This is an optimization exercise on Yosys and OpenROAD, whose aim is small area, a short achievable clock period and few clock cycles per item, not a production implementation.
At most, simulation tests tie the RTL to the original design; equivalence was not proved.

==> flow/design.v (excerpt) <==
module tinker_exec_unit #(
    parameter int W     = 64,
    parameter int LIT_W = 12,
    parameter int TAG_W = 5
) (
    input  logic             clk,
    input  logic             rst_n,
    input  logic             in_valid,
    output logic             in_ready,
    input  logic [4:0]       in_opcode,
    input  logic [W-1:0]     in_a,
    input  logic [W-1:0]     in_b,
    input  logic [LIT_W-1:0] in_lit,
    input  logic [TAG_W-1:0] in_tag,
    output logic             out_valid,
    input  logic             out_ready,
    output logic [W-1:0]     out_result,
    output logic [TAG_W-1:0] out_tag,
    output logic             out_err
);
    localparam logic [4:0] OP_ADD   = 5'b11000;
    localparam logic [4:0] OP_SUB   = 5'b11010;
    localparam logic [4:0] OP_MUL   = 5'b11100;
    localparam logic [4:0] OP_DIV   = 5'b11101;
    localparam logic [4:0] OP_AND   = 5'b00000;
    localparam logic [4:0] OP_OR    = 5'b00001;
    localparam logic [4:0] OP_XOR   = 5'b00010;
    localparam logic [4:0] OP_NOT   = 5'b00011;
    localparam logic [4:0] OP_SHR   = 5'b00100;
    localparam logic [4:0] OP_SHL   = 5'b00110;
    localparam logic [4:0] OP_MOV   = 5'b10001;
    localparam logic [4:0] OP_MOVL  = 5'b10010;
    localparam logic [3:0] LUT_A    = 4'b1100;
    localparam logic [3:0] LUT_B    = 4'b1010;
    logic             s1_v;       
    logic             own_q;      
    logic             last_q;     
    logic             k_mul, k_div, k_rot;
    logic             y_use_q;    
    logic             y_inv_q;    
    logic             minv_q;     
    logic             dclz_q;     
    logic             dprep_q;    
    logic             dz_q;
    logic             rs_q;       
    logic [5:0]       bd_q;       
    logic             err1_q;
    logic [TAG_W-1:0] tag1_q;
    logic [W-1:0]     a_q, b_q;
    logic [5:0]       rot_q;      
    logic [6:0]       len_q;      
    logic [6:0]       cnt_q;      
    logic [W-1:0]     res_q;
    logic [TAG_W-1:0] otag_q;
    logic             oerr_q;
    logic             ovalid_q;
    logic       is_add, is_sub, is_mul, is_div, is_shr, is_shl, is_movl, ill_d;
    logic [3:0] lut_d;
    always_comb begin
  ...
Size: about 3900 cells after synthesis, ~240 flip-flops, ~230 I/O pins, roughly 34000 um2 of cells after synthesis.
clock: 7.0 ns
lec_check: 0
cap_margin: 20
core_margin: 2
core_utilization: 40
setup_slack_margin: 2.5
slew_margin: 20
run.sh (not shown) runs the stock make flow with config.mk's settings and CLKGATE_MAP_FILE= SYNTH_SCRIPT=/design/flow/synth_recipe.tcl, a recipe that flattens the netlist after the stock synthesis.
The baseline went through all stages and came out clean.
Testbench counts at the start, summed over its fixed seeds: cycles 9,719, items 3,200.
Then changed:
Settings changed: SETUP_SLACK_MARGIN 2.5 to 1.5.
What happened:
- final area goes down by 11%
- clock skew goes down by 12 ps
- setup slack degrades by 460 ps
- final cell count goes down by 4.5%
- global-route usage goes down by 3.5 points
- maximum frequency goes down by 8.3%
- hold slack degrades by 7.2 ps
- critical path depth goes down by 11
- core utilization goes down by 5.7 points

The RTL this note starts from:
==> flow/design.v <==
module tinker_exec_unit #(
    parameter int W     = 64,
    parameter int LIT_W = 12,
    parameter int TAG_W = 5
) (
    input  logic             clk,
    input  logic             rst_n,
    input  logic             in_valid,
    output logic             in_ready,
    input  logic [4:0]       in_opcode,
    input  logic [W-1:0]     in_a,
    input  logic [W-1:0]     in_b,
    input  logic [LIT_W-1:0] in_lit,
    input  logic [TAG_W-1:0] in_tag,
    output logic             out_valid,
    input  logic             out_ready,
    output logic [W-1:0]     out_result,
    output logic [TAG_W-1:0] out_tag,
    output logic             out_err
);
    localparam logic [4:0] OP_ADD   = 5'b11000;
    localparam logic [4:0] OP_SUB   = 5'b11010;
    localparam logic [4:0] OP_MUL   = 5'b11100;
    localparam logic [4:0] OP_DIV   = 5'b11101;
    localparam logic [4:0] OP_AND   = 5'b00000;
    localparam logic [4:0] OP_OR    = 5'b00001;
    localparam logic [4:0] OP_XOR   = 5'b00010;
    localparam logic [4:0] OP_NOT   = 5'b00011;
    localparam logic [4:0] OP_SHR   = 5'b00100;
    localparam logic [4:0] OP_SHL   = 5'b00110;
    localparam logic [4:0] OP_MOV   = 5'b10001;
    localparam logic [4:0] OP_MOVL  = 5'b10010;
    logic             s1_v;       
    logic             own_q;      
    logic             c_add, c_sub, c_log, c_shr, c_shl, c_mul, c_div;
    logic             dprep_q;    
    logic             dz_q;       
    logic [3:0]       lut_q;      
    logic             err1_q;
    logic [TAG_W-1:0] tag1_q;
    logic [W-1:0]     a_q, b_q;
    logic [5:0]       rot_q;      
    logic [6:0]       len_q;      
    logic [6:0]       cnt_q;      
    logic [W-1:0]     res_q;
    logic [TAG_W-1:0] otag_q;
    logic             oerr_q;
    logic             ovalid_q;
    logic is_add, is_sub, is_mul, is_div, is_shr, is_shl, is_movl, is_log;
    logic [3:0] lut_d;
    logic       ill_d;
    always_comb begin
        is_add = 1'b0; is_sub = 1'b0; is_mul = 1'b0; is_div = 1'b0;
        is_shr = 1'b0; is_shl = 1'b0; is_movl = 1'b0; is_log = 1'b0;
        lut_d  = 4'b0000; ill_d = 1'b0;
        case (in_opcode)
            OP_ADD:  is_add = 1'b1;
            OP_SUB:  is_sub = 1'b1;
            OP_MUL:  is_mul = 1'b1;
            OP_DIV:  is_div = 1'b1;
            OP_SHR:  is_shr = 1'b1;
            OP_SHL:  is_shl = 1'b1;
            OP_AND:  begin is_log = 1'b1; lut_d = 4'b1000; end
            OP_OR:   begin is_log = 1'b1; lut_d = 4'b1110; end
            OP_XOR:  begin is_log = 1'b1; lut_d = 4'b0110; end
            OP_NOT:  begin is_log = 1'b1; lut_d = 4'b0011; end
            OP_MOV:  begin is_log = 1'b1; lut_d = 4'b1100; end
            OP_MOVL: begin is_log = 1'b1; lut_d = 4'b1100; is_movl = 1'b1; end
            default: begin is_log = 1'b1; lut_d = 4'b0000; ill_d = 1'b1; end
        endcase
    end
    function automatic logic [6:0] clz64(input logic [W-1:0] x);
        logic [6:0] n;
        n = 7'd64;
        for (int i = 0; i < W; i++)
            if (x[i]) n = W - 1 - i;
        clz64 = n;
    endfunction
    logic [6:0] clz_a, clz_b;
    assign clz_a = clz64(in_a);
    assign clz_b = clz64(in_b);
    logic [7:0] dn_raw;
    logic [6:0] dn;
    logic       b_zero;
    assign b_zero = (in_b == '0);
    assign dn_raw = {1'b0, clz_b} - {1'b0, clz_a} + 8'd1;
    assign dn     = (dn_raw[7] || dn_raw == 8'd0) ? 7'd0 : dn_raw[6:0];
    logic [7:0] nza, nzb;
    logic       swap;
    always_comb begin
        for (int j = 0; j < 8; j++) begin
            nza[j] = |in_a[8*j +: 8];
            nzb[j] = |in_b[8*j +: 8];
        end
        swap = 1'b0;
        for (int j = 0; j < 8; j++)
            if (nzb[j] && !(|(nza >> j))) swap = 1'b1;
    end
    logic       sh_big;
    assign sh_big = |in_b[W-1:6];
    logic [5:0] rot_d;
    logic [6:0] len_d;
    always_comb begin
        rot_d = 6'd0;
        len_d = 7'd0;
        if (is_shr) begin
            rot_d = in_b[5:0];
            len_d = sh_big ? 7'd0 : 7'd64 - {1'b0, in_b[5:0]};
        end else if (is_shl) begin
            rot_d = 6'd0 - in_b[5:0];
            len_d = sh_big ? 7'd64 : {1'b0, in_b[5:0]};
        end else begin
            rot_d = dn[5:0];
            len_d = 7'd64 - dn;
        end
    end
    logic [W-1:0] rot;
    logic [W-1:0] mask;    
    logic [W-1:0] rot_t;
    always_comb begin
        rot_t = a_q;
        for (int s = 0; s < 6; s++)
            if (rot_q[s]) rot_t = {rot_t, rot_t} >> (1 << s);
        rot = rot_t;
        for (int i = 0; i < W; i++)
            mask[i] = (i < len_q);
    end
    logic [W-1:0] logic_res;
    always_comb
        for (int i = 0; i < W; i++)
            logic_res[i] = lut_q[{a_q[i], b_q[i]}];
    logic [W-1:0] mul_acc, pp0, pp1, csa_s, csa_c;
    logic [W-1:0] add_x, add_y;
    logic         add_ci;
    logic [W:0]   add_sum;
    assign mul_acc = own_q ? res_q : '0;
    assign pp0     = b_q[0] ? a_q : '0;
    assign pp1     = b_q[1] ? {a_q[W-2:0], 1'b0} : '0;
    assign csa_s   = mul_acc ^ pp0 ^ pp1;
    assign csa_c   = (mul_acc & pp0) | (mul_acc & pp1) | (pp0 & pp1);
    always_comb begin
        if (c_mul) begin
            add_x  = csa_s;
            add_y  = {csa_c[W-2:0], 1'b0};
            add_ci = 1'b0;
        end else if (c_div) begin
            add_x  = {a_q[W-2:0], res_q[W-1]};
            add_y  = ~b_q;
            add_ci = 1'b1;
        end else begin
            add_x  = a_q;
            add_y  = c_sub ? ~b_q : b_q;
            add_ci = c_sub;
        end
    end
    assign add_sum = {1'b0, add_x} + {1'b0, add_y} + {{W{1'b0}}, add_ci};
    logic div_ge;
    assign div_ge = a_q[W-1] | add_sum[W];
    logic r_free, step, last, step_last, accept;
    logic mul_last;
    assign mul_last = ~|b_q[W-1:2];
    assign r_free   = ~ovalid_q | out_ready;
    assign step     = s1_v & (own_q | r_free);
    always_comb begin
        if (c_mul)      last = mul_last;
        else if (c_div) last = dprep_q ? (dz_q | (cnt_q == 7'd0)) : (cnt_q == 7'd1);
        else            last = 1'b1;
    end
    assign step_last = step & last;
    assign in_ready  = ~s1_v | step_last;
    assign accept    = in_valid & in_ready;
    always_ff @(posedge clk or negedge rst_n) begin
        if (!rst_n) begin
            s1_v     <= 1'b0;
            own_q    <= 1'b0;
            ovalid_q <= 1'b0;
        end else begin
            if (accept)         s1_v <= 1'b1;
            else if (step_last) s1_v <= 1'b0;
            if (step)           own_q <= ~last;
            if (step_last)      ovalid_q <= 1'b1;
            else if (out_ready) ovalid_q <= 1'b0;
        end
    end
    always_ff @(posedge clk) begin
        if (accept) begin
            c_add   <= is_add;
            c_sub   <= is_sub;
            c_log   <= is_log;
            c_shr   <= is_shr;
            c_shl   <= is_shl;
            c_mul   <= is_mul;
            c_div   <= is_div;
            dprep_q <= 1'b1;
            dz_q    <= b_zero;
            lut_q   <= lut_d;
            err1_q  <= ill_d | (is_div & b_zero);
            tag1_q  <= in_tag;
            rot_q   <= rot_d;
            len_q   <= len_d;
            cnt_q   <= dn;
            if (is_movl)
                a_q <= {{(W-LIT_W){1'b0}}, in_lit};
            else if (is_mul & swap)
                a_q <= in_b;
            else
                a_q <= in_a;
            b_q <= (is_mul & swap) ? in_a : in_b;
        end else if (step) begin
            if (c_mul) begin
                a_q <= {a_q[W-3:0], 2'b00};
                b_q <= {2'b00, b_q[W-1:2]};
            end else if (c_div) begin
                dprep_q <= 1'b0;
                if (dprep_q) begin
                    a_q <= rot & mask;
                end else begin
                    cnt_q <= cnt_q - 7'd1;
                    a_q   <= div_ge ? add_sum[W-1:0] : {a_q[W-2:0], res_q[W-1]};
                end
            end
        end
    end
    always_ff @(posedge clk) begin
        if (step) begin
            if (c_mul)
                res_q <= add_sum[W-1:0];
            else if (c_div) begin
                if (dprep_q) res_q <= dz_q ? '1 : (rot & ~mask);
                else         res_q <= {res_q[W-2:0], div_ge};
            end else if (c_add | c_sub)
                res_q <= add_sum[W-1:0];
            else if (c_shr)
                res_q <= rot & mask;
            else if (c_shl)
                res_q <= rot & ~mask;
            else
                res_q <= logic_res;
        end
        if (step_last) begin
            otag_q <= tag1_q;
            oerr_q <= err1_q;
        end
    end
    assign out_valid  = ovalid_q;
    assign out_result = res_q;
    assign out_tag    = otag_q;
    assign out_err    = oerr_q;
endmodule
==> flow/config.mk <==
export PLATFORM = sky130hd
export DESIGN_NAME = tinker_exec_unit
export DESIGN_NICKNAME = tinker_exec_unit
export VERILOG_FILES = /design/flow/design.v
export SDC_FILE = /design/flow/constraint.sdc
export NUM_CORES = 4
export LEC_CHECK = 0
export CAP_MARGIN = 20
export CORE_MARGIN = 2
export CORE_UTILIZATION = 40
export SETUP_SLACK_MARGIN = 4
export SLEW_MARGIN = 20
==> flow/constraint.sdc <==
create_clock -name core_clock -period 7.0 [get_ports {clk}]
set_input_delay 1.4000 -clock core_clock [delete_from_list [all_inputs] [get_ports {clk}]]
set_output_delay 1.4000 -clock core_clock [all_outputs]
set_load 0.01 [all_outputs]
The starting point ran to the end with no violations.
Edit:
SETUP_SLACK_MARGIN = not set   (was 4)
After rerunning: The new run passed the timing, design-rule and antenna checks; cell count fell by 6.6%; worst setup slack is worse by 0.20 ns; wire length goes down by 14%; maximum frequency shrinks by 3.1%; die area does not change; via count falls by 9.1%; global-route usage drops by 4.2 points; clock skew goes down by 0.022 ns; area after synthesis stays the same.
Edit:
SETUP_SLACK_MARGIN = 3   (was not set)
Global-route usage went up by 3.2 points.
First-iteration DRC count is higher by 17%.
Worst setup slack gains 0.20 ns.
Routed wire length went up by 11%.
Die area does not change.
Worst hold slack is about the same.
Register-to-register slack improves by 1.1 ns.
Count of clock-buffer cells in the layout drops by 1.
Synthesized area does not change.
No functional check of the RTL was part of any run of this note.

## static timing again, ports no longer ideal
Ports are ideal in the flow. The routed layouts listed here were re-timed in OpenROAD.
Step 1: set_driving_cell puts a clkbuf_16 on clk and a buf_2 on each other input, an assumption about the parent block.
Step 2 moves the port delays by t, midway between the first and last clock arrival at a register: inputs arrive t later, outputs are due t later. That takes back most of the time a late clock gives input paths.
a / b / c = ideal ports / drivers / drivers and shift; a / b = the first two.
run | t, ns | setup WS [ns] | worst setup path after step 2
the first run of note 1 | 0.645 | 1.888 / 1.888 / 1.810 | input to register
the second run of note 1 | 0.704 | 1.425 / 1.460 / 0.756 | input to register
the first run of note 2 | 0.685 | 0.531 / 0.571 / -0.114 | input to register
the second run of note 2 | 0.661 | 0.327 / 0.371 / -0.290 | input to register
the third run of note 2 | 0.651 | 0.530 / 0.562 / -0.089 | input to register
With both steps, setup timing fails in the first run of note 2, the second run of note 2 and the third run of note 2, where it was met with ideal ports. For the second run of note 1, which loses most, drivers alone change the setup slack by +0.035 ns; drivers and shift together by -0.669 ns.
